What follows belongs to an exercise in optimizing a design on an open flow for small area; a production flow would make more cautious choices. In this exercise RTL edits were held to simulation tests only and were not proved equivalent to the original. No activity file was given, so power comes from the tool's default toggle rates.

[config.mk]
export PLATFORM = sky130hd
export DESIGN_NAME = risc_regfile
export DESIGN_NICKNAME = risc_regfile
export VERILOG_FILES = /design/flow/design.v
export SDC_FILE = /design/flow/constraint.sdc
export NUM_CORES = 4
export LEC_CHECK = 0
export CAP_MARGIN = 20
export CORE_MARGIN = 2
export CORE_UTILIZATION = 50
export SETUP_SLACK_MARGIN = 0.15
export SLEW_MARGIN = 20
export SYNTH_HIERARCHICAL = 1
[constraint.sdc]
create_clock -name core_clock -period 7.5 [get_ports {clk}]
set_input_delay 1.5000 -clock core_clock [delete_from_list [all_inputs] [get_ports {clk}]]
set_output_delay 1.5000 -clock core_clock [all_outputs]
set_load 0.01 [all_outputs]
[design.v]
package risc_pkg;
  localparam int DATA_W = 32;
  localparam int ADDR_W = 5;
  typedef logic [ADDR_W-1:0] reg_addr_t;
  localparam reg_addr_t R0 = '0;
  typedef enum logic [1:0] {
    MD_ALU = 2'd0,
    MD_MEM = 2'd1,
    MD_SLT = 2'd2
  } md_sel_t;
endpackage
module risc_scoreboard (
  input  logic i_reset,
  input  logic i_up,
  input  logic i_dn,
  input  logic i_hi,
  input  logic i_lo,
  output logic o_hi,
  output logic o_lo,
  output logic o_nz,         
  output logic o_sat_up_n    
);
  always_comb begin
    if (i_reset) begin
      o_hi = 1'b0;
      o_lo = 1'b0;
    end else if (i_up) begin
      o_hi = i_hi || i_lo;
      o_lo = i_hi || !i_lo;
    end else if (i_dn) begin
      o_hi = i_hi && i_lo;
      o_lo = i_hi && !i_lo;
    end else begin
      o_hi = i_hi;
      o_lo = i_lo;
    end
  end
  assign o_nz       = i_hi || i_lo;
  assign o_sat_up_n = !(i_up && i_hi && i_lo);
endmodule
module risc_regfile #(
  parameter int DATA_W = 32,
  parameter int ADDR_W = 5,
  parameter int CNT_W  = 2
) (
  input  logic              clk,
  input  logic              reset,
  input  logic              WB_RW,
  input  logic [ADDR_W-1:0] WB_DA,
  input  logic [DATA_W-1:0] WB_Bus_D,
  input  logic [ADDR_W-1:0] DOF_AA,
  input  logic [ADDR_W-1:0] DOF_BA,
  input  logic              DOF_Issue,
  input  logic [ADDR_W-1:0] DOF_Issue_DA,
  output logic [DATA_W-1:0] DOF_Bus_A,
  output logic [DATA_W-1:0] DOF_Bus_B,
  output logic              DOF_Hazard_A,
  output logic              DOF_Hazard_B,
  output logic              SB_Ovf
);
  localparam int NREG = 1 << ADDR_W;
  logic [DATA_W-1:0] r_mem [1:NREG-1];
  logic [NREG-1:1]   r_pend_hi;    
  logic [NREG-1:1]   r_pend_lo;    
  logic              r_ovf;
  logic              w_wr_en;
  logic              w_issue_ok;
  logic              w_same;        
  logic              w_hit_a;       
  logic              w_hit_b;
  logic [NREG-1:1]   w_wr_sel;      
  logic [NREG-1:1]   w_wr_sel_h;    
  logic [NREG-1:1]   w_wr_hold;     
  logic [NREG-1:1]   w_wr_hold_h;   
  logic [DATA_W-1:0] w_mem_nxt [1:NREG-1];
  logic [NREG-1:1]   w_up_sel;      
  logic [NREG-1:1]   w_dn_sel;      
  logic [NREG-1:0]   w_sel_a;       
  logic [NREG-1:0]   w_sel_b;
  logic [NREG-1:0]   w_sel_a_h;     
  logic [NREG-1:0]   w_sel_b_h;
  logic [DATA_W-1:0] w_wdata;
  logic [NREG-1:1]   w_pend_hi_nxt;
  logic [NREG-1:1]   w_pend_lo_nxt;
  logic [NREG-1:1]   w_sat_up_n;    
  logic              w_wr_hi;       
  logic [NREG-1:1]   w_pend_nz;     
  assign w_wr_en    = WB_RW && (WB_DA != ADDR_W'(risc_pkg::R0));
  assign w_issue_ok = DOF_Issue && (DOF_Issue_DA != ADDR_W'(risc_pkg::R0));
  assign w_same     = w_wr_en && w_issue_ok && (WB_DA == DOF_Issue_DA);
  assign w_hit_a    = w_wr_en && (WB_DA == DOF_AA);
  assign w_hit_b    = w_wr_en && (WB_DA == DOF_BA);
  for (genvar b = 0; b < DATA_W; b++) begin : g_wdata
    rf_and2 u_and (.i_a(WB_Bus_D[b]), .i_b(!reset), .o_y(w_wdata[b]));
  end
  assign w_sel_a[0] = !reset && w_hit_a;
  assign w_sel_b[0] = !reset && w_hit_b;
  assign w_sel_a_h[0] = w_sel_a[0];
  assign w_sel_b_h[0] = w_sel_b[0];
  logic [3:0] w_wr_lo, w_a_lo, w_b_lo;
  logic [7:0] w_wrp_hi, w_a_hi, w_b_hi;
  logic [3:0] w_dn_lo_n, w_up_lo_n;
  logic [7:0] w_dn_hi_n, w_up_hi_n;
  rf_pre_lo   u_pre_wr_lo (.i_a(WB_DA[1:0]),        .i_force(reset), .o_p(w_wr_lo));
  rf_pre_lo   u_pre_a_lo  (.i_a(DOF_AA[1:0]),       .i_force(1'b0),  .o_p(w_a_lo));
  rf_pre_lo   u_pre_b_lo  (.i_a(DOF_BA[1:0]),       .i_force(1'b0),  .o_p(w_b_lo));
  rf_pre_hi   u_pre_wr_hi (.i_a(WB_DA[4:2]),        .i_en(WB_RW),                          .i_force(reset), .o_p(w_wrp_hi));
  rf_pre_hi   u_pre_a_hi  (.i_a(DOF_AA[4:2]),       .i_en(!reset && !w_hit_a),             .i_force(1'b0),  .o_p(w_a_hi));
  rf_pre_hi   u_pre_b_hi  (.i_a(DOF_BA[4:2]),       .i_en(!reset && !w_hit_b),             .i_force(1'b0),  .o_p(w_b_hi));
  rf_pre_lo_n u_pre_dn_lo (.i_a(WB_DA[1:0]),        .o_n(w_dn_lo_n));
  rf_pre_lo_n u_pre_up_lo (.i_a(DOF_Issue_DA[1:0]), .o_n(w_up_lo_n));
  rf_pre_hi_n u_pre_dn_hi (.i_a(WB_DA[4:2]),        .i_en(WB_RW && !w_same && !reset),     .o_n(w_dn_hi_n));
  rf_pre_hi_n u_pre_up_hi (.i_a(DOF_Issue_DA[4:2]), .i_en(DOF_Issue && !w_same && !reset), .o_n(w_up_hi_n));
  rf_dec_and u_dec_wr (.i_lo(w_wr_lo), .i_hi(w_wrp_hi), .o_sel(w_wr_sel));
  rf_dec_and u_dec_a  (.i_lo(w_a_lo),  .i_hi(w_a_hi),  .o_sel(w_sel_a[NREG-1:1]));
  rf_dec_and u_dec_b  (.i_lo(w_b_lo),  .i_hi(w_b_hi),  .o_sel(w_sel_b[NREG-1:1]));
  rf_dec_and u_dec_wr_h (.i_lo(w_wr_lo), .i_hi(w_wrp_hi), .o_sel(w_wr_sel_h));
  rf_dec_nand u_hold    (.i_lo(w_wr_lo), .i_hi(w_wrp_hi), .o_sel_n(w_wr_hold));
  rf_dec_nand u_hold_h  (.i_lo(w_wr_lo), .i_hi(w_wrp_hi), .o_sel_n(w_wr_hold_h));
  rf_dec_and u_dec_a_h  (.i_lo(w_a_lo),  .i_hi(w_a_hi),  .o_sel(w_sel_a_h[NREG-1:1]));
  rf_dec_and u_dec_b_h  (.i_lo(w_b_lo),  .i_hi(w_b_hi),  .o_sel(w_sel_b_h[NREG-1:1]));
  rf_dec_nor u_dec_dn (.i_lo_n(w_dn_lo_n), .i_hi_n(w_dn_hi_n), .o_sel(w_dn_sel));
  rf_dec_nor u_dec_up (.i_lo_n(w_up_lo_n), .i_hi_n(w_up_hi_n), .o_sel(w_up_sel));
  for (genvar r = 1; r < NREG; r++) begin : g_reg
    for (genvar b = 0; b < DATA_W; b++) begin : g_hold
      if (b < DATA_W / 2) begin : g_lo
        rf_hold u_hold (.i_en(w_wr_sel[r]), .i_en_n(w_wr_hold[r]), .i_d(w_wdata[b]),
                        .i_q(r_mem[r][b]), .o_y(w_mem_nxt[r][b]));
      end else begin : g_hi
        rf_hold u_hold (.i_en(w_wr_sel_h[r]), .i_en_n(w_wr_hold_h[r]), .i_d(w_wdata[b]),
                        .i_q(r_mem[r][b]), .o_y(w_mem_nxt[r][b]));
      end
    end
    always_ff @(posedge clk) begin
      r_mem[r] <= w_mem_nxt[r];
    end
    risc_scoreboard u_cnt (
      .i_reset  (reset),
      .i_up     (w_up_sel[r]),
      .i_dn     (w_dn_sel[r]),
      .i_hi     (r_pend_hi[r]),
      .i_lo     (r_pend_lo[r]),
      .o_hi     (w_pend_hi_nxt[r]),
      .o_lo     (w_pend_lo_nxt[r]),
      .o_nz     (w_pend_nz[r]),
      .o_sat_up_n (w_sat_up_n[r])
    );
  end
  always_ff @(posedge clk) begin
    r_pend_hi <= w_pend_hi_nxt;
    r_pend_lo <= w_pend_lo_nxt;
  end
  always_ff @(posedge clk) begin
    r_ovf <= !reset && (r_ovf || !(&w_sat_up_n));
  end
  assign SB_Ovf = r_ovf;
  for (genvar b = 0; b < DATA_W; b++) begin : g_bit
    logic [NREG-1:0] w_col;
    assign w_col[0] = w_wdata[b];
    for (genvar r = 1; r < NREG; r++) begin : g_col
      assign w_col[r] = r_mem[r][b];
    end
    rf_aomux #(.N(NREG)) u_mux_a (.i_d(w_col), .i_s(b < DATA_W/2 ? w_sel_a : w_sel_a_h), .o_y(DOF_Bus_A[b]));
    rf_aomux #(.N(NREG)) u_mux_b (.i_d(w_col), .i_s(b < DATA_W/2 ? w_sel_b : w_sel_b_h), .o_y(DOF_Bus_B[b]));
  end
  rf_aomux #(.N(NREG-1)) u_wr_hi (.i_d(r_pend_hi), .i_s(w_wr_sel), .o_y(w_wr_hi));
  rf_aomux #(.N(NREG)) u_haz_a (.i_d({w_pend_nz, w_wr_hi}), .i_s(w_sel_a), .o_y(DOF_Hazard_A));
  rf_aomux #(.N(NREG)) u_haz_b (.i_d({w_pend_nz, w_wr_hi}), .i_s(w_sel_b), .o_y(DOF_Hazard_B));
endmodule
module rf_pre_lo (
  input  logic [1:0] i_a,
  input  logic       i_force,
  output logic [3:0] o_p
);
  for (genvar j = 0; j < 4; j++) begin : g_j
    assign o_p[j] = i_force || (i_a == 2'(j));
  end
endmodule
module rf_pre_hi (
  input  logic [2:0] i_a,
  input  logic       i_en,
  input  logic       i_force,
  output logic [7:0] o_p
);
  for (genvar k = 0; k < 8; k++) begin : g_k
    assign o_p[k] = i_force || (i_en && (i_a == 3'(k)));
  end
endmodule
module rf_pre_lo_n (
  input  logic [1:0] i_a,
  output logic [3:0] o_n
);
  for (genvar j = 0; j < 4; j++) begin : g_j
    assign o_n[j] = !(i_a == 2'(j));
  end
endmodule
module rf_pre_hi_n (
  input  logic [2:0] i_a,
  input  logic       i_en,
  output logic [7:0] o_n
);
  for (genvar k = 0; k < 8; k++) begin : g_k
    assign o_n[k] = !(i_en && (i_a == 3'(k)));
  end
endmodule
module rf_dec_and (
  input  logic [3:0]  i_lo,
  input  logic [7:0]  i_hi,
  output logic [31:1] o_sel
);
  for (genvar r = 1; r < 32; r++) begin : g_sel
    rf_and2 u_and (.i_a(i_lo[r % 4]), .i_b(i_hi[r / 4]), .o_y(o_sel[r]));
  end
endmodule
module rf_dec_nor (
  input  logic [3:0]  i_lo_n,
  input  logic [7:0]  i_hi_n,
  output logic [31:1] o_sel
);
  for (genvar r = 1; r < 32; r++) begin : g_sel
    rf_nor2 u_nor (.i_a(i_lo_n[r % 4]), .i_b(i_hi_n[r / 4]), .o_y(o_sel[r]));
  end
endmodule
module rf_dec_nand (
  input  logic [3:0]  i_lo,
  input  logic [7:0]  i_hi,
  output logic [31:1] o_sel_n
);
  for (genvar r = 1; r < 32; r++) begin : g_sel
    rf_nand2 u_nand (.i_a(i_lo[r % 4]), .i_b(i_hi[r / 4]), .o_y(o_sel_n[r]));
  end
endmodule
module rf_nand2 (
  input  logic i_a,
  input  logic i_b,
  output logic o_y
);
  assign o_y = !(i_a && i_b);
endmodule
module rf_hold (
  input  logic i_en,
  input  logic i_en_n,
  input  logic i_d,
  input  logic i_q,
  output logic o_y
);
  assign o_y = (i_en && i_d) || (i_en_n && i_q);
endmodule
module rf_and2 (
  input  logic i_a,
  input  logic i_b,
  output logic o_y
);
  assign o_y = i_a && i_b;
endmodule
module rf_nor2 (
  input  logic i_a,
  input  logic i_b,
  output logic o_y
);
  assign o_y = !(i_a || i_b);
endmodule
module rf_aomux #(
  parameter int N = 32
) (
  input  logic [N-1:0] i_d,
  input  logic [N-1:0] i_s,
  output logic         o_y
);
  localparam int NG = N / 3;
  localparam int NR = N - 3 * NG;
  logic [NG-1:0] w_n;
  for (genvar g = 0; g < NG; g++) begin : g_3
    rf_aoi222 u_aoi (
      .i_a0(i_d[3*g]),   .i_s0(i_s[3*g]),
      .i_a1(i_d[3*g+1]), .i_s1(i_s[3*g+1]),
      .i_a2(i_d[3*g+2]), .i_s2(i_s[3*g+2]),
      .o_yn(w_n[g])
    );
  end
  if (NR == 0) begin : g_r0
    assign o_y = !(&w_n);
  end else if (NR == 1) begin : g_r1
    logic w_t;
    assign w_t = !(&w_n);
    rf_ao21 u_last (.i_a0(i_d[N-1]), .i_s0(i_s[N-1]), .i_c(w_t), .o_y(o_y));
  end else begin : g_r2
    logic w_t;
    assign w_t = !(&w_n);
    rf_ao221 u_last (
      .i_a0(i_d[N-2]), .i_s0(i_s[N-2]),
      .i_a1(i_d[N-1]), .i_s1(i_s[N-1]),
      .i_c(w_t), .o_y(o_y)
    );
  end
endmodule
module rf_aoi222 (
  input  logic i_a0, i_s0, i_a1, i_s1, i_a2, i_s2,
  output logic o_yn
);
  assign o_yn = !((i_a0 && i_s0) || (i_a1 && i_s1) || (i_a2 && i_s2));
endmodule
module rf_ao21 (
  input  logic i_a0, i_s0, i_c,
  output logic o_y
);
  assign o_y = (i_a0 && i_s0) || i_c;
endmodule
module rf_ao221 (
  input  logic i_a0, i_s0, i_a1, i_s1, i_c,
  output logic o_y
);
  assign o_y = (i_a0 && i_s0) || (i_a1 && i_s1) || i_c;
endmodule
[flow/run.sh]
#!/bin/bash
# Standard layout with two changes:
#  - ports are buffered with the plain buffer sky130_fd_sc_hd__buf_1
#    (instead of the delay buffer buffer_ports picks by default);
#  - clock tree from clkbuf_8 in clusters of up to 16 sinks, without dummy loads.
# Each tool's full output stays in the ORFS logs under orfs/logs; the make
# output is written to standard.log here.
set -e
export BUFFER_PORTS_ARGS="-buffer_cell sky130_fd_sc_hd__buf_1"
export CTS_ARGS="-sink_clustering_enable -repair_clock_nets -dont_use_dummy_load -buf_list {sky130_fd_sc_hd__clkbuf_8} -sink_clustering_size 16 -sink_clustering_max_diameter 60"
bash standard.sh > standard.log 2>&1
[standard.sh]
#!/bin/bash
# synth_recipe.tcl (not shown) runs the flow's synth.tcl, then flattens the netlist and writes it again
# the make line also repeats each setting of config.mk as NAME=value (left out here)
make -C /OpenROAD-flow-scripts/flow DESIGN_CONFIG=/design/flow/config.mk WORK_HOME=/design/flow/orfs CLKGATE_MAP_FILE= SYNTH_SCRIPT=/design/flow/synth_recipe.tcl "${@:-finish}"
==> results of run 1 <==
## synthesized netlist by cell type (2+ instances only)
library cell,number
a41o_2,9
and2_1,220
nor4_1,5
or4_1,2
nand3_1,66
a31oi_1,31
a21o_2,6
xor2_1,4
o21ai_0,31
a222oi_1,670
nand4bb_1,6
or2_1,2
a31o_1,12
a21o_1,4
xnor2_1,10
or4b_1,2
dfxtp_1,1055
a221o_1,66
nand2b_1,36
nand2_1,131
inv_2,31
or3_1,98
o21bai_1,6
nor3b_1,2
a21oi_1,33
nor2_1,98
nor3_1,31
clkbuf_1,3
nand4b_1,7
nor2b_4,3
a22o_1,992
nand4_1,143
inv_1,42
## flip-flops by register name, indices dropped and copies added, names as in the netlist
| signal | count |
|---|---|
| r_pend_lo | 31 |
| r_pend_hi | 31 |
| r_ovf | 1 |
| r_mem | 992 |
## metrics by stage
| step | util (%) | area (um2) | instances | setup WS [ns] |
|---|---|---|---|---|
| floorplan | - | 43200 | 3868 | 1.64 |
| global placement | 54.0 | 46100 | 5261 | 0.427 |
| detailed placement | 54.0 | 46100 | 5261 | 0.377 |
| CTS | 55.4 | 47300 | 5350 | 0.364 |
| global route | 55.5 | 47400 | 5354 | 0.150 |
| finish | 55.5 | 47400 | 5358 | 0.217 |
## cell type report
cell class	count	area, um2
timing repair buffer	253	1450
inverter	73	274
tap	1144	1430
fill	7719	38000
sequential	1055	21100
antenna	7	17.5
multi-input combinational	2737	21900
clock buffer	89	1220
## routing by layer
layer / up-vias / GRT usage (%) / share of wire, %
li1: 17907 / - / -
met2: 3661 / 62.2 / 41
met1: 21111 / 57.4 / 37
met3: 690 / 12.6 / 14
met5: - / 0.108 / 0.070
met4: 12 / 27.6 / 7.8
## per-module statistics from Yosys (local to each module, per instance), excerpt
| module | copies in the design | cells | flops+latches |
|---|---|---|---|
| rf_pre_hi_n | 2 | 8 | 0 |
| risc_regfile | 1 | 1101 | 1055 |
| rf_pre_hi | 3 | 13 | 0 |
| rf_ao221 | 66 | 1 | 0 |
| rf_and2 | 218 | 1 | 0 |
| rf_pre_lo | 3 | 5 | 0 |
| rf_pre_lo_n | 2 | 4 | 0 |
| rf_nand2 | 62 | 1 | 0 |
| rf_nor2 | 62 | 1 | 0 |
| rf_aoi222 | 670 | 1 | 0 |
| rf_ao21 | 1 | 1 | 0 |
| rf_hold | 992 | 1 | 0 |
## worst max-delay path: cells and delay by family
kind	cells	cell delay [ns]
AOI/OAI and AO/OA	4	1.12
and+or+nand+nor	7	2.78
buffers and inverters	2	0.37
## worst max path at each step
| stage | startpoint | end | cells after the start |
|---|---|---|---|
| floorplan | reset | DOF_Hazard_A | 10 |
| global placement | WB_DA[2] | DOF_Bus_A[1] | 15 |
| finish | WB_DA[3] | DOF_Bus_A[0] | 13 |
| CTS | WB_DA[2] | DOF_Bus_B[15] | 13 |
| global route | DOF_BA[4] | DOF_Bus_B[3] | 13 |
| detailed placement | WB_DA[2] | DOF_Bus_B[9] | 14 |
## power by group through the flow
| stage | Clock, uW | Combinational, uW | Sequential [uW] |
|---|---|---|---|
| final | 2980 | 2940 | 6760 |
| after global placement | 0 | 2740 | 6850 |
| after CTS | 2980 | 2770 | 6730 |
| after global routing | 3180 | 2980 | 6830 |
| after detailed placement | 0 | 2760 | 6850 |
| after floorplan | 0 | 1570 | 6700 |
## placed cells by master (no fill, tap or decap), types with 12 or more instances in the layout
cell / instances
buf_1: 118
inv_1: 42
nor2_1: 98
and2_2: 21
a31oi_1: 31
a21oi_1: 33
nand4_1: 143
clkbuf_8: 89
a221o_1: 66
nand2_1: 131
dfxtp_1: 1055
o21ai_0: 31
or3_1: 98
buf_4: 130
inv_2: 31
nand2b_1: 36
and2_1: 199
a222oi_1: 670
nand3_1: 66
a22o_1: 992
a31o_1: 12
nor3_1: 31
## cells by family after synthesis
group                  Yosys count
XOR/XNOR                        14
buffers and inverters           76
AO/OA/AOI/OAI                 1861
flip-flops                    1055
other                            1
AND/OR/NAND/NOR                852
==> flow_summary.yaml, run 1 <==
clock_tree:
  h-tree-depth: 3
  cts_root_buf: "clkbuf_8"
  clkLatencyLatePin_ns: 0.78
  clockBufferDepth: 3
  ctsHoldBuffers: 0
  cts_resized: 0
  cts_made_buffers: 89
  cts.sinks: 1055
  post_cts_buffers: 0
  clk_pin_slew_worst_paths_ns: 0.08
  cts_tree: "done"
synthesis:
  synth-compound-area-share_pct: 39.2
  ys_seq_area_share_pct: 48.9
  synth_flop_cell: "dfxtp_1"
  synth_top_family_by_area: "compound AO/OA/AOI/OAI gates"
  synth.cell_area_um2: 43200
  syn_inst: 3859
  synthMuxAreaShare_pct: 0
  synth.top_cell.area_share_pct: 48.9
  synth_xor_xnor_area_share_pct: 0.284
  synth-edff-count: 0
  synth_warnings: 11
  synth_cell_type_count: 35
  yosys-top-cells-area: "dfxtp_1, a22o_1, a222oi_1"
  syn_area_per_cell_um2: 11.2
  synth-adder-area-share_pct: 0
  yosysTopAreaCell: "dfxtp_1"
  synthArstFlopShare_pct: 0
  ys_ff_latch: 1055
  post_synth_and_or_nand_nor_area_fraction_pct: 10.9
timing:
  holdWs_ns: 0.504
  slew_headroom_pct: 17.7
  fin_crit_ns: 7.28
  worst_pin_slew_ns: 1.24
  maxSlewViolCount: 0
  rsz0062_at_grt: "no"
  finalClockSkew_ns: 0.0523
  finalHoldViolations: 0
  clock.fmax_mhz: 137
  setup_viol: 0
  fin_crit_sh_pct: 97.1
  fin_tns_setup_ns: 0
critical_path:
  rr_endpoint: "r_ovf"
  worstPathRequired_ns: 6.00
  max_stage_delay_ns: 1.00
  rr_worst_depth: 4
  critPathLaunchType: "primary input"
  rrSetupSlack_ns: 5.94
  cp_slowest_cell: "and2_1"
  path_class: "primary input to output pin"
  path_cells: "clkbuf_2, or4_1, o21ai_2, nor4_1, nor2_1, nor2b_4, a31o_1, and2_1, a222oi_1, nand2_1, or3_1, a221o_1, buf_1"
  arrival_ns: 5.78
  r2r-start: "r_pend_hi[4]"
  critPathCaptureType: "output pin"
  crit_path_max_fanout: 17
die:
  die_w_um: 298
  die_area_um2: 88700
  core_area_um2: 85400
  rows: 107
  dieHeight_um: 298
  start_util_pct: 50.5
  pin_count: 123
cells_and_area:
  nets: 4265
  post_route_cells_drive_above_1_share_pct: 7.13
  area_delta_synth_final_pct: 9.76
min_path:
  hold_end: "r_mem[9][23]"
  min_path_type: "register to register"
  min_from: "r_mem[9][23]"
  worstHoldPathCells: 1
place:
  portBuffers: 122
  gp_congestion: 1.04
  hpwl_um: 133000
pwr:
  irDropWorstVdd_v: 0.000157
  power.total_uw: 12700
  clkPwrFrac_pct: 23.5
  p_per_area_nw_per_um2: 268
  switching_share_pct: 34.4
  leakagePower_uw: 0.0179
  p_comb_share_pct: 23.2
  power.internal_uw: 8310
  p_sw_uw: 4360
  pwr-share-seq_pct: 53.3
grt:
  grt_pass1_wl_um: 288000
  grt_pass1_vias: 39497
  grt_use_total_pct: 43.5
  grt_overflow: 0
  antenna_found_initial: 11
  grt_max_degree: 66
detailed_routing:
  drt-initial-drc-count: 9841
  num_vias: 43381
  final_antenna_net_count: 0
  drtPass1Iterations: 15
  wire_per_inst_um: 37.8
  drc: 0
  viasPerCell: 8.10
  drt_wl_total_um: 203000
run_status:
  outcome: "timing/DRC/antenna clean"
run:
  drv_cap: 0
==> inputs of run 2 (changes only) <==
--- a/config.mk
+++ b/config.mk
@@ -8,6 +8,6 @@
 export CAP_MARGIN = 20
 export CORE_MARGIN = 2
-export CORE_UTILIZATION = 50
-export SETUP_SLACK_MARGIN = 0.15
+export CORE_UTILIZATION = 55
+export SETUP_SLACK_MARGIN = 0.3
 export SLEW_MARGIN = 20
 export SYNTH_HIERARCHICAL = 1
==> flow_summary.yaml, run 2 <==
synthesis:
  yosysMostFrequentCell: "dfxtp_1"
  synth.top_cell.area_share_pct: 48.9
  synth-edff-count: 0
  synth_cell_type_count: 35
  yosysTopAreaCell: "dfxtp_1"
  syn_area_per_cell_um2: 11.2
  synth_flop_cell: "dfxtp_1"
  synth_warnings: 11
  ys_seq_area_share_pct: 48.9
  synthArstFlopShare_pct: 0
  yosys-top-cells-area: "dfxtp_1, a22o_1, a222oi_1"
  syn_inst: 3859
  ys_ff_latch: 1055
  synth.cell_area_um2: 43200
  synthTopCellsByCount: "dfxtp_1, a22o_1, a222oi_1"
detailed_routing:
  num_vias: 43925
  drc: 0
  viasPerCell: 8.35
  met2_length_um: 80900
  drt-met1-wl_um: 69300
  wl_met3_um: 28400
  final_antenna_net_count: 0
  drt_wl_total_um: 196000
  drt-initial-drc-count: 11378
  top_layer: "met5"
  drtPass1Iterations: 15
  wire_per_inst_um: 37.3
timing:
  worst_pin_slew_ns: 1.20
  fin_crit_ns: 7.33
  finalClockSkew_ns: 0.0347
  slew_headroom_pct: 19.8
  fin_tns_setup_ns: 0
  rsz0062_at_grt: "yes"
  maxSlewViolCount: 0
  setup_viol: 0
  clock.fmax_mhz: 136
  finalHoldViolations: 0
  fin_crit_sh_pct: 97.8
clock_tree:
  clk_pin_slew_worst_paths_ns: 0.08
  h-tree-depth: 3
  cts_resized: 0
  cts_made_buffers: 85
  clockBufferDepth: 3
  ctsHoldBuffers: 0
  clkLatencyLatePin_ns: 0.71
  cts_root_buf: "clkbuf_8"
  cts.sinks: 1055
  cts_tree: "done"
  post_cts_buffers: 0
grt:
  antenna_found_initial: 16
  grt_max_degree: 66
  grt_pass1_wl_um: 279000
  grt_pass1_vias: 39452
  grt_overflow: 0
  grt_use_total_pct: 45.9
pwr:
  p_sw_uw: 4290
  p_per_area_nw_per_um2: 266
  pwr-share-seq_pct: 53.9
  p_comb_share_pct: 23.1
  switching_share_pct: 34.1
  clkPwrFrac_pct: 23.0
  leakagePower_uw: 0.0179
  power.internal_uw: 8270
  irDropWorstVdd_v: 0.000175
die:
  pin_count: 123
  start_util_pct: 55.6
  die_w_um: 284
  die_area_um2: 80700
  core_area_um2: 77600
  rows: 102
  dieHeight_um: 284
cells_and_area:
  nets: 4273
  post_route_cells_drive_above_1_share_pct: 7.31
  seqCellArea_um2: 21100
  final_cell_mix: "dfxtp_1, a22o_1, a222oi_1, and2_1"
  area_delta_synth_final_pct: 9.50
  multi_input_comb_area_um2: 21800
  final_common_cell: "dfxtp_1"
  final_area_um2: 47300
  fin_util_pct: 60.9
  largest_register_ffs: 992
  fill_cells: 6700
  largest-register: "r_mem"
  reg_top3: "r_mem: 992 flops, r_pend_hi: 31 flops, r_pend_lo: 31 flops"
critical_path:
  arrival_ns: 5.83
  worstPathRequired_ns: 6.00
  crit_path_max_fanout: 17
  path_class: "primary input to output pin"
  rr_endpoint: "r_ovf"
  r2r-start: "r_pend_hi[5]"
  critPathCaptureType: "output pin"
  rrSetupSlack_ns: 5.91
  critPathLaunchType: "primary input"
  rr_worst_depth: 4
place:
  dpl_cell_area_um2: 46100
  portBuffers: 122
  gp_congestion: 1.02
  hpwl_um: 128000
min_path:
  min_path_type: "register to register"
  min_from: "r_mem[3][9]"
  worstHoldPathCells: 1
  hold_end: "r_mem[3][9]"
run:
  drv_cap: 0
run_status:
  outcome: "timing/DRC/antenna clean"
## run 2: kinds of logic (layout without fill, tap and decap cells)
logic type      Yosys count  count (layout)  synth area share (%)
flops                  1055            1055                  48.9
buf+inv                  76             423                 0.661
xor+xnor                 14              14                 0.284
other cells               1              17               0.00869
compound gates         1861            1861                  39.2
simple gates            852             852                  10.9
## run 2: metrics by stage
step / instances / setup slack, ns / hold slack (ns) / total power, uW
2_1_floorplan: 3868 / 1.64 / 0.461 / 8280
3_5_place_dp: 5170 / 0.306 / 0.476 / 9530
4_1_cts: 5255 / 0.304 / 0.504 / 12300
3_3_place_gp: 5170 / 0.316 / 0.475 / 9510
6_report: 5262 / 0.165 / 0.504 / 12600
5_1_grt: 5260 / 0.259 / 0.512 / 12800
## run 2: modules after synthesis, one instance, submodules excluded, excerpt
| module | times used | cells |
|---|---|---|
| rf_pre_hi | 3 | 13 |
| rf_ao221 | 66 | 1 |
| rf_pre_lo | 3 | 5 |
| rf_aoi222 | 670 | 1 |
| rf_pre_lo_n | 2 | 4 |
| rf_and2 | 218 | 1 |
| rf_ao21 | 1 | 1 |
| risc_regfile | 1 | 1101 |
## run 2: per-layer routing
metal,up-vias,global-route usage (%)
met5,-,0.357
met4,20,32.1
met3,866,13.2
met2,4039,66.4
met1,21068,58.8
li1,17932,-
## run 2: worst max-delay path by stage
| stage | endpoint | startpoint | slack (ns) |
|---|---|---|---|
| 2_1_floorplan | DOF_Hazard_A | reset | 1.64 |
| 4_1_cts | DOF_Bus_B[11] | WB_DA[3] | 0.30 |
| 3_5_place_dp | DOF_Bus_B[11] | WB_DA[3] | 0.31 |
| 3_3_place_gp | DOF_Bus_A[8] | WB_DA[2] | 0.32 |
| 5_1_grt | DOF_Bus_A[8] | WB_DA[4] | 0.26 |
| 6_report | DOF_Bus_A[8] | WB_DA[4] | 0.17 |
## run 2: power by group through the flow
stage	clock, uW	combinational [uW]	sequential (uW)
3_5_place_dp	0	2690	6850
4_1_cts	2880	2690	6730
6_report	2890	2900	6760
5_1_grt	3090	2920	6830
2_1_floorplan	0	1570	6700
3_3_place_gp	0	2660	6850
## run 2: area by class of cell
cell class	count	share of cell area, %
diodes	7	0.0371
clock buffers	85	2.48
inverters	73	0.580
multi-input cells	2737	46.2
flip-flops and latches	1055	44.7
well taps	1040	2.75
repair buffers	265	3.25
## run 2: worst max-delay path, stage by stage
cell	delay (ns)
buf_1	0.18
buf_4	0.23
xnor2_1	0.13
nand3_1	0.11
nor4_2	0.36
nor2_1	0.18
nor2b_4	0.18
a31o_1	0.36
and2_1	0.49
a222oi_1	0.62
nand4_1	0.52
or3_1	0.54
a221o_1	0.28
buf_1	0.13
==> inputs of run 3 (changes only) <==
--- a/config.mk
+++ b/config.mk
@@ -8,6 +8,6 @@
 export CAP_MARGIN = 20
 export CORE_MARGIN = 2
-export CORE_UTILIZATION = 55
-export SETUP_SLACK_MARGIN = 0.3
+export CORE_UTILIZATION = 60
+export SETUP_SLACK_MARGIN = 0.35
 export SLEW_MARGIN = 20
 export SYNTH_HIERARCHICAL = 1
==> flow_summary.yaml, run 3 <==
critical_path:
  worstPathRequired_ns: 6.00
  arrival_ns: 5.83
  crit_path_max_fanout: 17
  rr_worst_depth: 4
  critPathCaptureType: "output pin"
  critPathLaunchType: "primary input"
  path_class: "primary input to output pin"
die:
  core_area_um2: 71400
  dieHeight_um: 272
  rows: 98
  start_util_pct: 60.5
  die_area_um2: 74100
  die_w_um: 272
  pin_count: 123
synthesis:
  synth_flop_cell: "dfxtp_1"
  yosys-top-cells-area: "dfxtp_1, a22o_1, a222oi_1"
  synth.cell_area_um2: 43200
  syn_area_per_cell_um2: 11.2
  syn_inst: 3859
  yosysTopAreaCell: "dfxtp_1"
  synth_warnings: 11
  synth_cell_type_count: 35
  synthTopCellsByCount: "dfxtp_1, a22o_1, a222oi_1"
  synth-edff-count: 0
  ys_seq_area_share_pct: 48.9
  yosysMostFrequentCell: "dfxtp_1"
  synth.top_cell.area_share_pct: 48.9
  synthArstFlopShare_pct: 0
  ys_ff_latch: 1055
cells_and_area:
  multi_input_comb_area_um2: 21800
  reg_top3: "r_mem: 992 flops, r_pend_hi: 31 flops, r_pend_lo: 31 flops"
  fill_cells: 5883
  largest_register_ffs: 992
  nets: 4232
  post_route_cells_drive_above_1_share_pct: 6.18
  final_cell_mix: "dfxtp_1, a22o_1, a222oi_1, and2_1, nand4_1"
  fin_util_pct: 65.6
  area_delta_synth_final_pct: 8.43
  final_common_cell: "dfxtp_1"
  seqCellArea_um2: 21100
  largest-register: "r_mem"
grt:
  grt_max_degree: 66
  grt_pass1_wl_um: 272000
  grt_pass1_vias: 39338
  grt_use_total_pct: 48.7
  grt_overflow: 0
  antenna_found_initial: 13
detailed_routing:
  final_antenna_net_count: 0
  drc: 0
  drt_wl_total_um: 191000
  num_vias: 44377
  wire_per_inst_um: 37.2
  drt-initial-drc-count: 12415
  viasPerCell: 8.65
  drtPass1Iterations: 22
place:
  hpwl_um: 123000
  portBuffers: 122
  gp_congestion: 1.04
clock_tree:
  clkLatencyLatePin_ns: 0.75
  cts.sinks: 1055
  cts_root_buf: "clkbuf_8"
  ctsHoldBuffers: 0
  cts_tree: "done"
  clk_pin_slew_worst_paths_ns: 0.06
  h-tree-depth: 3
  cts_made_buffers: 82
  clockBufferDepth: 3
timing:
  clock.fmax_mhz: 136
  fin_crit_ns: 7.33
  rsz0062_at_grt: "no"
  fin_crit_sh_pct: 97.7
  finalHoldViolations: 0
  finalClockSkew_ns: 0.0364
  maxSlewViolCount: 0
  worst_pin_slew_ns: 1.19
  setup_viol: 0
  fin_tns_setup_ns: 0
  slew_headroom_pct: 20.7
min_path:
  min_path_type: "register to register"
  worstHoldPathCells: 1
pwr:
  leakagePower_uw: 0.0177
  p_per_area_nw_per_um2: 266
  irDropWorstVdd_v: 0.000186
  power.total_uw: 12500
run_status:
  outcome: "timing/DRC/antenna clean"
run:
  drv_cap: 0
run 3: cell counts after synthesis:
No cell type changed its count.
run 3: layer usage:
metal  share of wire, %  GRT usage, %  vias to the layer above
met5              0.074         0.770                        -
met4                9.1          33.3                       14
met3                 16          16.5                      928
met2                 40          68.5                     4469
met1                 35          62.8                    21120
li1                   -             -                    17846
run 3: report_power, final:
part / switching [uW] / internal, uW / leakage [uW]
combinational: 1850 / 1000 / 0.00838
clock: 1860 / 980 / 0.000590
sequential: 539 / 6230 / 0.00874
run 3: worst max-delay path: stages:
cell	delay (ns)
clkbuf_2	0.21
or4_1	0.56
o21ai_2	0.34
nor4_1	0.13
nor2_1	0.35
nor2b_4	0.26
a31o_1	0.40
and2_1	0.89
a222oi_1	0.25
nand4_1	0.39
or3_1	0.26
a221o_1	0.14
buf_1	0.15
run 3: worst paths after layout:
| kind | slack [ns] | start | end |
|---|---|---|---|
| setup / recovery | 0.17 | WB_DA[4] | DOF_Bus_B[0] |
| hold / removal | 0.50 | r_mem[17][23] | r_mem[17][23] |
| setup reg to reg | 5.98 | r_pend_hi[8] | r_ovf |
| hold reg to reg | 0.50 | r_mem[17][23] | r_mem[17][23] |
run 3: Yosys stat by module (local to each module, per instance), a selection:
module           cell area, um2  flops+latches  copies in the design  cells
rf_pre_hi                   106              0                     3     13
rf_aoi222                  10.0              0                   670      1
risc_scoreboard            55.1              0                    31     11
rf_ao221                   10.0              0                    66      1
rf_pre_hi_n                76.3              0                     2      8
rf_hold                    8.76              0                   992      1
run 3: cell families (layout without fill, tap and decap cells):
kind of cell              count (synthesis)  count (layout)  synth area share (%)
AOI/OAI and AO/OA                      1861            1861                  39.2
DFF                                    1055            1055                  48.9
and+or+nand+nor                         852             852                  10.9
buffers and inverters                    76             382                 0.661
xor gates and xnor gates                 14              14                 0.284
other                                     1              14               0.00869
run 3: what timing repair did:
| action | in CTS | in global routing |
|---|---|---|
| endpoints found under the setup margin | 0 | 32 |
| gates resized for setup | 0 | 15 |
| setup buffers | 0 | 0 |
run 3: layout make-up:
cell class / count / share of cell area, %
clock buffer: 82 / 2.41
sequential: 1055 / 45.1
tap: 950 / 2.54
inverter: 73 / 0.585
multi-input combinational: 2737 / 46.6
timing repair buffer: 227 / 2.68
antenna: 4 / 0.0214
run 3: through the flow:
stage | hold WS, ns | cell area, um2 | std cells | setup slack, ns
floorplan | 0.461 | 43200 | 3868 | 1.64
global placement | 0.475 | 45600 | 5042 | 0.438
detailed placement | 0.477 | 45600 | 5042 | 0.413
CTS | 0.501 | 46800 | 5124 | 0.407
global route | 0.518 | 46800 | 5125 | 0.347
finish | 0.505 | 46800 | 5128 | 0.173
==> inputs of run 4 (changes only) <==
--- a/design.v
+++ b/design.v
@@ -66,5 +66,8 @@
   logic              w_wr_en;
   logic              w_issue_ok;
-  logic              w_same;        
+  logic              w_en_a;        
+  logic              w_en_b;
+  logic              w_en_dn;       
+  logic              w_en_up;       
   logic              w_hit_a;       
   logic              w_hit_b;
@@ -88,5 +91,4 @@
   assign w_wr_en    = WB_RW && (WB_DA != ADDR_W'(risc_pkg::R0));
   assign w_issue_ok = DOF_Issue && (DOF_Issue_DA != ADDR_W'(risc_pkg::R0));
-  assign w_same     = w_wr_en && w_issue_ok && (WB_DA == DOF_Issue_DA);
   assign w_hit_a    = w_wr_en && (WB_DA == DOF_AA);
   assign w_hit_b    = w_wr_en && (WB_DA == DOF_BA);
@@ -98,4 +100,8 @@
   assign w_sel_a_h[0] = w_sel_a[0];
   assign w_sel_b_h[0] = w_sel_b[0];
+  rf_miss   u_en_a  (.i_reset(reset), .i_rw(WB_RW), .i_a(WB_DA), .i_b(DOF_AA), .o_en(w_en_a));
+  rf_miss   u_en_b  (.i_reset(reset), .i_rw(WB_RW), .i_a(WB_DA), .i_b(DOF_BA), .o_en(w_en_b));
+  rf_cnt_en u_en_dn (.i_reset(reset), .i_v(WB_RW), .i_u(DOF_Issue), .i_a(WB_DA), .i_b(DOF_Issue_DA), .o_en(w_en_dn));
+  rf_cnt_en u_en_up (.i_reset(reset), .i_v(DOF_Issue), .i_u(WB_RW), .i_a(WB_DA), .i_b(DOF_Issue_DA), .o_en(w_en_up));
   logic [3:0] w_wr_lo, w_a_lo, w_b_lo;
   logic [7:0] w_wrp_hi, w_a_hi, w_b_hi;
@@ -106,10 +112,10 @@
   rf_pre_lo   u_pre_b_lo  (.i_a(DOF_BA[1:0]),       .i_force(1'b0),  .o_p(w_b_lo));
   rf_pre_hi   u_pre_wr_hi (.i_a(WB_DA[4:2]),        .i_en(WB_RW),                          .i_force(reset), .o_p(w_wrp_hi));
-  rf_pre_hi   u_pre_a_hi  (.i_a(DOF_AA[4:2]),       .i_en(!reset && !w_hit_a),             .i_force(1'b0),  .o_p(w_a_hi));
-  rf_pre_hi   u_pre_b_hi  (.i_a(DOF_BA[4:2]),       .i_en(!reset && !w_hit_b),             .i_force(1'b0),  .o_p(w_b_hi));
+  rf_pre_hi   u_pre_a_hi  (.i_a(DOF_AA[4:2]),       .i_en(w_en_a), .i_force(1'b0),  .o_p(w_a_hi));
+  rf_pre_hi   u_pre_b_hi  (.i_a(DOF_BA[4:2]),       .i_en(w_en_b), .i_force(1'b0),  .o_p(w_b_hi));
   rf_pre_lo_n u_pre_dn_lo (.i_a(WB_DA[1:0]),        .o_n(w_dn_lo_n));
   rf_pre_lo_n u_pre_up_lo (.i_a(DOF_Issue_DA[1:0]), .o_n(w_up_lo_n));
-  rf_pre_hi_n u_pre_dn_hi (.i_a(WB_DA[4:2]),        .i_en(WB_RW && !w_same && !reset),     .o_n(w_dn_hi_n));
-  rf_pre_hi_n u_pre_up_hi (.i_a(DOF_Issue_DA[4:2]), .i_en(DOF_Issue && !w_same && !reset), .o_n(w_up_hi_n));
+  rf_pre_hi_n u_pre_dn_hi (.i_a(WB_DA[4:2]),        .i_en(w_en_dn),.o_n(w_dn_hi_n));
+  rf_pre_hi_n u_pre_up_hi (.i_a(DOF_Issue_DA[4:2]), .i_en(w_en_up),.o_n(w_up_hi_n));
   rf_dec_and u_dec_wr (.i_lo(w_wr_lo), .i_hi(w_wrp_hi), .o_sel(w_wr_sel));
   rf_dec_and u_dec_a  (.i_lo(w_a_lo),  .i_hi(w_a_hi),  .o_sel(w_sel_a[NREG-1:1]));
@@ -168,4 +174,23 @@
   rf_aomux #(.N(NREG)) u_haz_b (.i_d({w_pend_nz, w_wr_hi}), .i_s(w_sel_b), .o_y(DOF_Hazard_B));
 endmodule
+module rf_miss (
+  input  logic       i_reset,
+  input  logic       i_rw,
+  input  logic [4:0] i_a,
+  input  logic [4:0] i_b,
+  output logic       o_en
+);
+  assign o_en = !(i_reset || (i_rw && (i_a == i_b)));
+endmodule
+module rf_cnt_en (
+  input  logic       i_reset,
+  input  logic       i_v,
+  input  logic       i_u,
+  input  logic [4:0] i_a,
+  input  logic [4:0] i_b,
+  output logic       o_en
+);
+  assign o_en = i_v && !i_reset && !(i_u && (i_a == i_b));
+endmodule
 module rf_pre_lo (
   input  logic [1:0] i_a,
--- a/config.mk
+++ b/config.mk
@@ -8,6 +8,6 @@
 export CAP_MARGIN = 20
 export CORE_MARGIN = 2
-export CORE_UTILIZATION = 60
-export SETUP_SLACK_MARGIN = 0.35
+export CORE_UTILIZATION = 50
+export SETUP_SLACK_MARGIN = 0.15
 export SLEW_MARGIN = 20
 export SYNTH_HIERARCHICAL = 1
==> flow_summary.yaml, run 4 <==
run_status:
  outcome: "timing/DRC/antenna clean"
cells_and_area:
  largest-register: "r_mem"
  reg_top3: "r_mem: 992 flops, r_pend_hi: 31 flops, r_pend_lo: 31 flops"
  fill_cells: 7582
  nets: 4282
  post_route_cells_drive_above_1_share_pct: 7.10
  final_area_um2: 47600
  largest_register_ffs: 992
  final_cell_mix: "dfxtp_1, a22o_1, a222oi_1, and2_1, nand4_1"
  final_common_cell: "dfxtp_1"
  area_delta_synth_final_pct: 9.84
pwr:
  power.internal_uw: 8280
  leakagePower_uw: 0.0180
  irDropWorstVdd_v: 0.000158
  pwr-share-seq_pct: 53.6
  p_sw_uw: 4330
  p_comb_share_pct: 23.1
  clkPwrFrac_pct: 23.3
  p_per_area_nw_per_um2: 265
  switching_share_pct: 34.3
timing:
  fin_crit_sh_pct: 97.1
  worst_pin_slew_ns: 1.20
  fin_crit_ns: 7.28
  slew_headroom_pct: 20.1
  holdWs_ns: 0.503
  setup_viol: 0
  fin_tns_setup_ns: 0
  clock.fmax_mhz: 137
  finalHoldViolations: 0
  maxSlewViolCount: 0
  rsz0062_at_grt: "no"
  finalClockSkew_ns: 0.0708
synthesis:
  synth_warnings: 11
  post_synth_and_or_nand_nor_area_fraction_pct: 10.8
  synthArstFlopShare_pct: 0
  ys_seq_area_share_pct: 48.8
  yosysMostFrequentCell: "dfxtp_1"
  yosysTopAreaCell: "dfxtp_1"
  synth-adder-area-share_pct: 0
  synthTopCellsByCount: "dfxtp_1, a22o_1, a222oi_1"
  synth_xor_xnor_area_share_pct: 0.607
  synth.cell_area_um2: 43300
  yosys-top-cells-area: "dfxtp_1, a22o_1, a222oi_1"
  synth-edff-count: 0
  synth_flop_cell: "dfxtp_1"
  synth_top_family_by_area: "compound AO/OA/AOI/OAI gates"
  syn_inst: 3872
  synth_cell_type_count: 35
  ys_ff_latch: 1055
  syn_area_per_cell_um2: 11.2
  synth.top_cell.area_share_pct: 48.8
  synthMuxAreaShare_pct: 0
  synth-compound-area-share_pct: 39.1
min_path:
  min_path_type: "register to register"
place:
  hpwl_um: 131000
  portBuffers: 122
  gp_congestion: 1.00
  dpl_cell_area_um2: 46300
detailed_routing:
  viasPerCell: 8.17
  final_antenna_net_count: 0
  wire_per_inst_um: 37.7
  num_vias: 43972
  drt_wl_total_um: 203000
  drc: 0
  drt-initial-drc-count: 10409
  drtPass1Iterations: 17
clock_tree:
  clockBufferDepth: 3
  post_cts_buffers: 0
  cts_resized: 0
  cts.sinks: 1055
  cts_root_buf: "clkbuf_8"
  clkLatencyLatePin_ns: 0.78
  cts_made_buffers: 86
  h-tree-depth: 3
  cts_tree: "done"
  ctsHoldBuffers: 0
  clk_pin_slew_worst_paths_ns: 0.06
die:
  die_w_um: 298
  rows: 107
  start_util_pct: 50.6
  dieHeight_um: 298
  die_area_um2: 89000
  core_area_um2: 85500
  pin_count: 123
critical_path:
  path_cells: "buf_1, buf_4, xor2_1, nor4_1, a31oi_1, nor2b_4, a31o_1, and2_1, a222oi_1, nand4_1, or3_1, a221o_1, buf_1"
  path_class: "primary input to output pin"
  max_stage_delay_ns: 0.88
  crit_path_max_fanout: 17
  critPathCaptureType: "output pin"
  arrival_ns: 5.78
  crit_top_cell: "buf_1"
  critPathLaunchType: "primary input"
  worstPathRequired_ns: 6.00
  cp_slowest_cell: "a222oi_1"
grt:
  grt_max_degree: 61
  grt_pass1_vias: 39968
  grt_use_total_pct: 43.3
  antenna_found_initial: 22
  grt_overflow: 0
  grt_pass1_wl_um: 287000
run:
  drv_cap: 0
run 4: routing by layer:
| layer | up-vias | track usage [%] | wire length [um] |
|---|---|---|---|
| met2 | 3921 | 63.7 | 84000 |
| met3 | 825 | 12.0 | 28000 |
| li1 | 17984 | - | - |
| met4 | 8 | 27.6 | 16700 |
| met1 | 21234 | 55.7 | 74100 |
| met5 | - | 0.595 | 71 |
run 4: final timing paths:
kind | depth (start not counted) | from | endpoint | slack [ns]
setup / recovery | 13 | WB_DA[1] | DOF_Bus_A[12] | 0.22
hold / removal | 1 | r_mem[22][9] | r_mem[22][9] | 0.50
setup reg to reg | 4 | r_pend_hi[17] | r_ovf | 5.81
hold reg to reg | 1 | r_mem[22][9] | r_mem[22][9] | 0.50
run 4: final cells by class:
class                   instances  area (um2)  area share (%)
flip-flops and latches       1055       21100            44.4
repair buffers                260        1530            3.22
well taps                    1144        1430            3.01
inverters                      74         278           0.584
diodes                         12        30.0          0.0631
multi-input cells            2749       22000            46.2
clock buffers                  86        1180            2.49
run 4: worst max-delay path, delay by kind of cell:
kind,cells,cell delay (ns)
compound gates,4,1.73
xor+xnor,1,0.09
simple gates,5,1.60
buf+inv,3,0.84
run 4: cell families after synthesis:
logic type | Yosys count
xor gates and xnor gates | 30
buffers and inverters | 77
other | 1
AOI/OAI and AO/OA | 1864
and+or+nand+nor | 845
DFF | 1055
run 4: Yosys stat by module (local to each module, per instance), a selection:
module	flip-flops and latches	cell area [um2]	times used
rf_and2	0	6.26	218
rf_ao21	0	7.51	1
rf_ao221	0	10.0	66
rf_aoi222	0	10.0	670
rf_miss	0	56.3	2
rf_nand2	0	3.75	62
rf_nor2	0	3.75	62
rf_pre_hi	0	106	3
rf_pre_hi_n	0	76.3	2
rf_pre_lo	0	35.0	3
rf_pre_lo_n	0	22.5	2
risc_regfile	1055	21300	1
risc_scoreboard	0	55.1	31
run 4: power groups by stage:
stage,sequential (uW),combinational (uW),clock [uW]
after floorplan,6700,1580,0
after global placement,6860,2700,0
after detailed placement,6850,2730,0
after CTS,6730,2730,2930
after global routing,6830,2950,3120
final,6760,2920,2930
run 4: stage by stage:
stage | utilization [%] | worst slack (ns) | power (uW) | instances
after global routing | 55.6 | 0.161 | 12900 | 5376
after floorplan | - | 0.950 | 8280 | 3881
after global placement | 54.1 | 0.464 | 9560 | 5281
after CTS | 55.5 | 0.429 | 12400 | 5367
after detailed placement | 54.1 | 0.439 | 9570 | 5281
final | 55.6 | 0.217 | 12600 | 5380

static timing again, ports no longer ideal:
Ports are ideal in the flow. The routed layouts listed here were re-timed in OpenROAD.
Step 1 assumes that a clkbuf_16 drives the clock port and a buf_2 every other input.
Step 2 adds t to the input delays and takes it off the output delays; t is the mean of the earliest and latest rising clock arrival at the registers after step 1. Input paths then give back, and output paths get back, about the clock's delay inside the block.
a / b / c = ideal ports / drivers / drivers and shift; a / b = the first two.
run	t (ns)	setup WS [ns]	worst register clock-pin slew, ns	pins driven straight from the clock port
run 1	0.842	0.217 / 0.113 / 0.113	0.11 / 0.11	1
run 2	0.788	0.165 / 0.048 / 0.048	0.11 / 0.11	1
run 3	0.810	0.173 / 0.144 / 0.144	0.11 / 0.11	1
run 4	0.826	0.217 / 0.193 / 0.193	0.11 / 0.11	1
After both steps setup and hold are still met in every run listed. For run 2, which loses most, drivers alone change the setup slack by -0.117 ns; drivers and shift together by -0.117 ns.
